Context: an optimization exercise on an open-source flow, tuned for small area, a short achievable clock period and few clock cycles per item. The choices shown serve that exercise and are no tape-out recipe. Only simulation tests tie the RTL to the original design; equivalence was not proved.

==> maple <==
// weighted_reaction_selector
module weighted_reaction_selector #(
    parameter int MAX_REACTIONS = 16
) (
    input  logic         clk,
    input  logic         rst_n,
    input  logic         psel,
    input  logic         penable,
    input  logic         pwrite,
    input  logic [2:0]   paddr,
    input  logic [31:0]  pwdata,
    output logic [31:0]  prdata,
    output logic         pready,
    input  logic         start,
    input  logic [72:0]  cmd_in,      
    output logic         busy,
    output logic         done,
    output logic [41:0]  result_out   
);
make LEC_CHECK=0 CAP_MARGIN=20 CORE_MARGIN=2 CORE_UTILIZATION=65 SETUP_SLACK_MARGIN=5 SLEW_MARGIN=20 finish   # period 9.5 ns
run.sh (not shown) runs the stock make flow with config.mk's settings and CLKGATE_MAP_FILE= SYNTH_SCRIPT=/design/flow/synth_recipe.tcl, a recipe that flattens the netlist after the stock synthesis.
==> inputs of umber, as changes to maple <==
--- a/flow/design.v
+++ b/flow/design.v
@@ -132,42 +132,62 @@
     logic        rc_busy;
     assign new_n   = pwdata[4] ? 5'd16 : pwdata[4:0];
     assign new_g   = new_n[4] ? 2'd3 : new_n[3:2];
     assign new_m   = new_n[4] ? 3'd4 : {1'b0, new_n[1:0]};
     assign rc_busy = (rc_left != 3'd0);
     assign busy    = rc_busy;
+    logic [15:0] rc_hot_d;
+    always_comb
+    begin
+        if (cfg_wr)
+        begin
+            for (int k = 0; k < 16; k++)
+            begin
+                rc_hot_d[k] = (new_m != 3'd0) && ({new_g, 2'd0} == 4'(k));
+            end
+        end
+        else if (rc_busy && (rc_left != 3'd1))
+        begin
+            rc_hot_d = {rc_hot[14:0], 1'b0};
+        end
+        else
+        begin
+            rc_hot_d = 16'd0;
+        end
+    end
     always_ff @(posedge clk or negedge rst_n)
     begin
         if (!rst_n)
         begin
             rc_left <= 3'd0;
             rc_hot  <= 16'd0;
             act_q   <= 16'd1;
         end
-        else if (cfg_wr)
+        else
         begin
-            rc_left <= new_m;
-            for (int k = 0; k < 16; k++)
+            rc_hot <= rc_hot_d;
+            if (cfg_wr)
             begin
-                act_q[k] <= (5'(k) < new_n);
+                rc_left <= new_m;
+                for (int k = 0; k < 16; k++)
+                begin
+                    act_q[k] <= (5'(k) < new_n);
+                end
             end
-            for (int k = 0; k < 16; k++)
+            else if (rc_busy)
             begin
-                rc_hot[k] <= (new_m != 3'd0) && ({new_g, 2'd0} == 4'(k));
+                rc_left <= rc_left - 3'd1;
             end
         end
-        else if (rc_busy)
-        begin
-            rc_left <= rc_left - 3'd1;
-            rc_hot  <= (rc_left == 3'd1) ? 16'd0 : {rc_hot[14:0], 1'b0};
-        end
     end
     logic        accept;
     logic        a_v;
     logic [72:0] a_cmd;
-    logic [15:0] a_hot;      
+    logic [15:0] a_sel;      
+    logic        a_act;      
+    logic [15:0] valid_d;    
     assign accept = start && !busy;
     always_ff @(posedge clk or negedge rst_n)
     begin
         if (!rst_n)
         begin
             a_v <= 1'b0;
@@ -177,15 +197,16 @@
             a_v <= accept;
         end
     end
     always_ff @(posedge clk)
     begin
         a_cmd <= cmd_in;
+        a_act <= act_q[cmd_in[71:68]];
         for (int k = 0; k < 16; k++)
         begin
-            a_hot[k] <= accept && (cmd_in[71:68] == 4'(k));
+            a_sel[k] <= valid_d[k] && (rc_hot_d[k] || (accept && (cmd_in[71:68] == 4'(k))));
         end
     end
     logic          a_op;
     logic [3:0]    a_idx;
     logic [RW-1:0] a_rate;
     logic [PW-1:0] a_pt;
@@ -210,13 +231,13 @@
     assign a_fwd = b_wr && (b_idx == a_idx);
     always_comb
     begin
         a_tab = '0;
         for (int k = 0; k < 16; k++)
         begin
-            a_tab = a_tab | ((valid_q[k] && (a_hot[k] || rc_hot[k])) ? rate_q[k] : '0);
+            a_tab = a_tab | (a_sel[k] ? rate_q[k] : '0);
         end
     end
     assign a_old = a_fwd ? b_rate : a_tab;
     assign delta = {1'b0, a_rate} - {1'b0, a_old};
     always_ff @(posedge clk or negedge rst_n)
     begin
@@ -230,13 +251,13 @@
         begin
             b_v   <= a_v && !rc_busy;
             b_rc  <= rc_busy && !cfg_wr;
             b_en[0] <= a_wr && (a_idx[3:2] == 2'd0);
             b_en[1] <= a_wr && !a_idx[3];
             b_en[2] <= a_wr && (a_idx[3:2] != 2'd3);
-            b_en[3] <= (a_wr && ((a_hot & act_q) != 16'd0)) || (rc_busy && !cfg_wr);
+            b_en[3] <= (a_wr && a_act) || (rc_busy && !cfg_wr);
         end
     end
     always_ff @(posedge clk)
     begin
         b_op   <= a_op;
         b_idx  <= a_idx;
@@ -285,12 +306,19 @@
         else
         begin
             b_ghot[0] = 1'b1;
             b_rest    = b_data;
         end
     end
+    always_comb
+    begin
+        for (int k = 0; k < 16; k++)
+        begin
+            valid_d[k] = valid_q[k] || (b_wr && (b_idx == 4'(k)));
+        end
+    end
     always_ff @(posedge clk)
     begin
         for (int k = 0; k < 16; k++)
         begin
             if (b_wr && (b_idx == 4'(k)))
             begin
@@ -307,19 +335,13 @@
             base2_q <= '0;
             base3_q <= '0;
             tot_q   <= '0;
         end
         else
         begin
-            for (int k = 0; k < 16; k++)
-            begin
-                if (b_wr && (b_idx == 4'(k)))
-                begin
-                    valid_q[k] <= 1'b1;
-                end
-            end
+            valid_q <= valid_d;
             base1_q <= 34'(bk_add({2'b0, base1_q}, b_en[0] ? b_data : 36'd0));
             base2_q <= 35'(bk_add({1'b0, base2_q}, b_en[1] ? b_data : 36'd0));
             base3_q <= bk_add(base3_q, b_en[2] ? b_data : 36'd0);
             if (cfg_wr)
             begin
                 case (new_g)
--- a/flow/config.mk
+++ b/flow/config.mk
@@ -5,8 +5,10 @@
 export SDC_FILE = /design/flow/constraint.sdc
 export NUM_CORES = 4
 export LEC_CHECK = 0
 export CAP_MARGIN = 20
 export CORE_MARGIN = 2
 export CORE_UTILIZATION = 65
+export CTS_CLUSTER_DIAMETER = 60
+export CTS_CLUSTER_SIZE = 22
 export SETUP_SLACK_MARGIN = 5
 export SLEW_MARGIN = 20
==> impl_metrics.json <==
{
  "status": "no timing/DRC/antenna violations",
  "wirelength_met1_mm": 63.5,
  "rr_worst_depth": 20,
  "period_minus_slack_ns": 4.65,
  "leakagePower_nw": 25.9,
  "wl_mm": 167,
  "antenna_found_initial": 7,
  "nonClkBufAreaFrac": 0.0549,
  "ys_seq_area_frac": 0.492,
  "hpwl_mm": 105,
  "wire_per_inst_um": 28.8
}
-- figures above: umber

==> impl_metrics.json <==
{
  "nonClkBufAreaFrac": 0.0747,
  "ys_seq_area_frac": 0.488,
  "rr_worst_depth": 22,
  "period_minus_slack_ns": 5.06,
  "antenna_found_initial": 17,
  "leakagePower_nw": 26.8,
  "wl_mm": 182,
  "status": "no timing/DRC/antenna violations",
  "wire_per_inst_um": 30.0,
  "wirelength_met1_mm": 64.5
}
-- figures above: maple

Testbench counts of maple, summed over its fixed seeds: cycles 6,672, items 6,630.
Testbench counts of umber, summed over its fixed seeds: cycles 6,672, items 6,630.

==> static timing again, ports no longer ideal <==
The flow's constraints put no driver on any port. The routed layouts listed below were extracted and timed again, unchanged, in two steps.
Step 1 sets driving cells, clkbuf_16 on the clock port and buf_2 on the other inputs (assumed; they add their load-dependent delay and slew).
Step 2 adds t to the input delays and takes it off the output delays; t is the mean of the earliest and latest rising clock arrival at the registers after step 1. Input paths then give back, and output paths get back, about the clock's delay inside the block.
Slacks: ideal / step 1 / step 2; pairs: ideal / step 1.
run | shift t [ns] | setup WS [ns] | hold WS [ns] | clock arrival spread, ns
maple | 0.763 | 4.435 / 4.435 / 4.435 | 0.358 / 0.358 / 0.358 | 0.045 / 0.046
umber | 0.722 | 4.852 / 4.852 / 4.591 | 0.340 / 0.340 / 0.340 | 0.041 / 0.041
After both steps every run listed still meets setup and hold. The setup slack of umber, which loses most, moves by 0.000 ns with the drivers and by -0.261 ns with both steps.
